Source: an optimization exercise on an open RTL-to-GDS flow (aim: small area, a short achievable clock period and few clock cycles per item). Production flows keep margins and buffers that such runs may drop.

rev 12:
==> flow/design.v (excerpt) <==
module broken_down_time_to_epoch (
  input  logic               clk_i,
  input  logic               rst_ni,
  input  logic               start,
  output logic               busy,
  input  logic signed [10:0] second_in_i,
  input  logic signed [10:0] minute_in_i,
  input  logic signed [10:0] hour_in_i,
  input  logic signed [10:0] day_in_i,
  input  logic signed [7:0]  month_in_i,
  input  logic        [7:0]  year_in_i,
  output logic               done_o,
  output logic        [5:0]  second_out_o,
  output logic        [5:0]  minute_out_o,
  output logic        [4:0]  hour_out_o,
  output logic        [4:0]  day_out_o,
  output logic        [3:0]  month_out_o,
  output logic signed [9:0]  year_out_o,
  output logic        [8:0]  day_of_year_o,
  output logic signed [33:0] epoch_seconds_o
);
For scale: roughly 140 I/O pins.
==> flow/config.mk <==
export PLATFORM = sky130hd
export DESIGN_NAME = broken_down_time_to_epoch
export DESIGN_NICKNAME = broken_down_time_to_epoch
export VERILOG_FILES = /design/flow/design.v
export SDC_FILE = /design/flow/constraint.sdc
export NUM_CORES = 4
export LEC_CHECK = 0
export CAP_MARGIN = 20
export CORE_MARGIN = 2
export CORE_UTILIZATION = 40
export SLEW_MARGIN = 20
==> flow/constraint.sdc <==
create_clock -name core_clock -period 9.0 [get_ports {clk_i}]
set_input_delay 1.8000 -clock core_clock [delete_from_list [all_inputs] [get_ports {clk_i}]]
set_output_delay 1.8000 -clock core_clock [all_outputs]
set_load 0.01 [all_outputs]
standard.sh (not shown) runs the stock make flow with config.mk's settings and CLKGATE_MAP_FILE= SYNTH_SCRIPT=/design/flow/synth_recipe.tcl, a recipe that flattens the netlist after the stock synthesis.
==> flow/flow/run.sh <==
#!/bin/bash
# The standard layout, with the port buffers made from sky130_fd_sc_hd__buf_2
# cells instead of the default delay buffers. make's output goes to
# flow_make.log in the work folder; each ORFS step keeps its own log under
# orfs/logs.
set -euo pipefail
export BUFFER_PORTS_ARGS="-buffer_cell sky130_fd_sc_hd__buf_2"
bash standard.sh > flow_make.log 2>&1
Input changes introduced in rev 13 (baseline for comparison: rev 12):
--- a/flow/design.v
+++ b/flow/design.v
@@ -891,23 +891,23 @@
   logic signed [2:0] ks;
   logic        [5:0] sec_n;
   assign hs = second_in_i[10:6];
   assign vs = $signed({2'b00, second_in_i[5:0]}) + $signed({hs[4], hs, 2'b00});
   always_comb begin
     if      (vs >= 8'sd120) ks = 3'sd2;
     else if (vs >= 8'sd60)  ks = 3'sd1;
     else if (vs >= 8'sd0)   ks = 3'sd0;
     else if (vs >= -8'sd60) ks = -3'sd1;
     else                    ks = -3'sd2;
   end
-  assign sec_n = {4'(vs[5:2] + {ks[2], ks}), vs[1:0]};
+  assign sec_n = 6'(vs[5:0] + {ks[2], ks[2], ks, 1'b0} + {ks[2], ks[2], ks, 1'b0});
   logic signed [4:0] hm;
   logic signed [8:0] bm;
   logic signed [2:0] km;
   logic signed [2:0] km_c [5];
   logic        [5:0] min_n;
   assign hm = minute_in_i[10:6];
   assign bm = $signed({3'b000, minute_in_i[5:0]}) + $signed({hm[4], hm[4], hm, 2'b00})
             + $signed({{4{hs[4]}}, hs});
   for (genvar i = 0; i < 5; i++) begin : g_km
     localparam int K = i - 2;
     always_comb begin
@@ -919,33 +919,23 @@
     end
   end
   always_comb begin
     case (ks)
       -3'sd2:  km = km_c[0];
       -3'sd1:  km = km_c[1];
       3'sd0:   km = km_c[2];
       3'sd1:   km = km_c[3];
       default: km = km_c[4];
     endcase
   end
-  logic [5:0] bks;
-  always_comb begin
-    case (ks)
-      -3'sd2:  bks = bm[5:0] - 6'd2;
-      -3'sd1:  bks = bm[5:0] - 6'd1;
-      3'sd0:   bks = bm[5:0];
-      3'sd1:   bks = bm[5:0] + 6'd1;
-      default: bks = bm[5:0] + 6'd2;
-    endcase
-  end
-  assign min_n = {4'(bks[5:2] + {km[2], km}), bks[1:0]};
+  assign min_n = 6'(bm[5:0] + {{3{ks[2]}}, ks} + {km[2], km, 2'b00});
   logic signed [6:0] qh;           
   logic        [1:0] mh;
   logic        [4:0] rh;
   assign {qh, mh} = bdte_pkg::bdte_divmod3_8(hour_in_i[10:3]);
   assign rh = {mh, hour_in_i[2:0]};
   logic signed [6:0] bu;
   logic signed [1:0] c3;
   logic signed [1:0] c3_c [5];
   logic        [4:0] hour_n;
   assign bu = $signed({2'b00, rh}) + $signed({{2{hm[4]}}, hm});
   for (genvar i = 0; i < 5; i++) begin : g_c3
@@ -957,33 +947,23 @@
     end
   end
   always_comb begin
     case (km)
       -3'sd2:  c3 = c3_c[0];
       -3'sd1:  c3 = c3_c[1];
       3'sd0:   c3 = c3_c[2];
       3'sd1:   c3 = c3_c[3];
       default: c3 = c3_c[4];
     endcase
   end
-  logic [4:0] u5;
-  always_comb begin
-    case (km)
-      -3'sd2:  u5 = bu[4:0] - 5'd2;
-      -3'sd1:  u5 = bu[4:0] - 5'd1;
-      3'sd0:   u5 = bu[4:0];
-      3'sd1:   u5 = bu[4:0] + 5'd1;
-      default: u5 = bu[4:0] + 5'd2;
-    endcase
-  end
-  assign hour_n = {2'(u5[4:3] + c3), u5[2:0]};
+  assign hour_n = 5'(bu[4:0] + {{2{km[2]}}, km} + {c3, 3'b000});
   logic [4:0]  t;
   logic [3:0]  mo;
   logic [8:0]  ya;
   logic [6:0]  a;
   logic [1:0]  yb;
   assign {t, mo} = bdte_pkg::bdte_month_split(month_in_i);
   assign ya = {1'b0, year_in_i} + {4'd0, t};
   assign a  = ya[8:2];
   assign yb = year_in_i[1:0] + t[1:0];
   logic [11:0] dq0, dqm, dqp, kday, du_0, du_m, du_p, du;
   assign dq0  = 12'(13'(day_in_i) + 13'(qh) + 13'd1095);
@@ -1075,30 +1055,27 @@
     else if (doy >= 9'd184) begin mp = 4'd6;  mstart = 9'd184; end
     else if (doy >= 9'd153) begin mp = 4'd5;  mstart = 9'd153; end
     else if (doy >= 9'd122) begin mp = 4'd4;  mstart = 9'd122; end
     else if (doy >= 9'd92)  begin mp = 4'd3;  mstart = 9'd92;  end
     else if (doy >= 9'd61)  begin mp = 4'd2;  mstart = 9'd61;  end
     else if (doy >= 9'd31)  begin mp = 4'd1;  mstart = 9'd31;  end
     else                    begin mp = 4'd0;  mstart = 9'd0;   end
   end
   logic jf;                        
   assign jf = (mp >= 4'd10);
   assign day_out_o     = doy[4:0] - mstart[4:0] + 5'd1;
-  logic [9:0] yk0, yk1, yk2, yk3, ynf, yjf;
-  assign yk0 = {1'b0, a_q, 2'b00} + {6'd0, j0_q} - 10'd24;
-  assign yk1 = {1'b0, a_q, 2'b00} + {6'd0, j0_q} - 10'd23;
-  assign yk2 = {1'b0, a_q, 2'b00} + {6'd0, j0_q} - 10'd22;
-  assign yk3 = {1'b0, a_q, 2'b00} + {6'd0, j0_q} - 10'd21;
-  assign ynf = under ? yk0 : over ? yk2 : yk1;
-  assign yjf = under ? yk1 : over ? yk3 : yk2;
-  assign year_out_o = $signed(jf ? yjf : ynf);
+  logic [9:0] ybase;
+  logic [1:0] yinc;
+  assign ybase      = {1'b0, a_q, 2'b00} + {6'd0, j0_q} - 10'd24;
+  assign yinc       = 2'({1'b0, ~under} + {1'b0, over} + {1'b0, jf});
+  assign year_out_o = $signed(ybase + {8'd0, yinc});
   assign month_out_o   = jf ? (mp - 4'd10) : (mp + 4'd2);
   assign day_of_year_o = jf ? (doy - 9'd306)
                             : (doy + 9'd59 + {8'd0, ((j == 4'd3) || (j == 4'd7))});
   logic [9:0] ge_j;
   assign ge_j[0] = (du_q >= 12'd306);
   assign ge_j[3] = (du_q >= 12'd1402);
   assign ge_j[4] = (du_q >= 12'd1767);
   assign ge_j[7] = (du_q >= 12'd2863);
   assign ge_j[8] = (du_q >= 12'd3228);
   assign {ge_j[9], ge_j[6:5], ge_j[2:1]} = '0;
   logic y1, before69, corr;
The core of rev 13 is more densely filled than that of rev 12. Going from rev 12 to rev 13, horizontal extent of the die shows a reduction of 1.5%, average size of a mapped cell shows an increase of 2.6%, fraction of standard cell area that is sequential neither gained nor lost much. In rev 13, the share of the clock period used by the worst path after layout came out 2.6 points above the value in rev 12. Compared with rev 12, rev 13 shows a lower first-pass GRT wire length.
No functional check of the RTL was part of any run of this note.

-- re-timing with driven ports --
The results above use ideal ports. As a check the final layouts listed here were re-extracted and re-timed, cells and wires unchanged. Step 1: set_driving_cell puts a clkbuf_16 on clk_i and a buf_2 on each other input, an assumption about the parent block. Step 2, shift: input delay + t, output delay - t, t = (earliest + latest rising clock arrival at the registers) / 2. This alone moves slack from input paths to output paths. Three values: ideal, step 1, step 2; two values: the first two.
run	shift t [ns]	setup WS [ns]	worst setup path at the end	latest minus earliest clock arrival (ns)	worst register clock-pin slew, ns
rev 12	0.321	0.645 / 0.608 / 0.486	input to register	0.004 / 0.005	0.06 / 0.06
rev 13	0.316	0.408 / 0.373 / 0.551	input to register	0.005 / 0.005	0.06 / 0.06
After both steps setup and hold are still met in every run listed. For rev 12, which loses most, drivers alone change the setup slack by -0.037 ns; drivers and shift together by -0.159 ns.
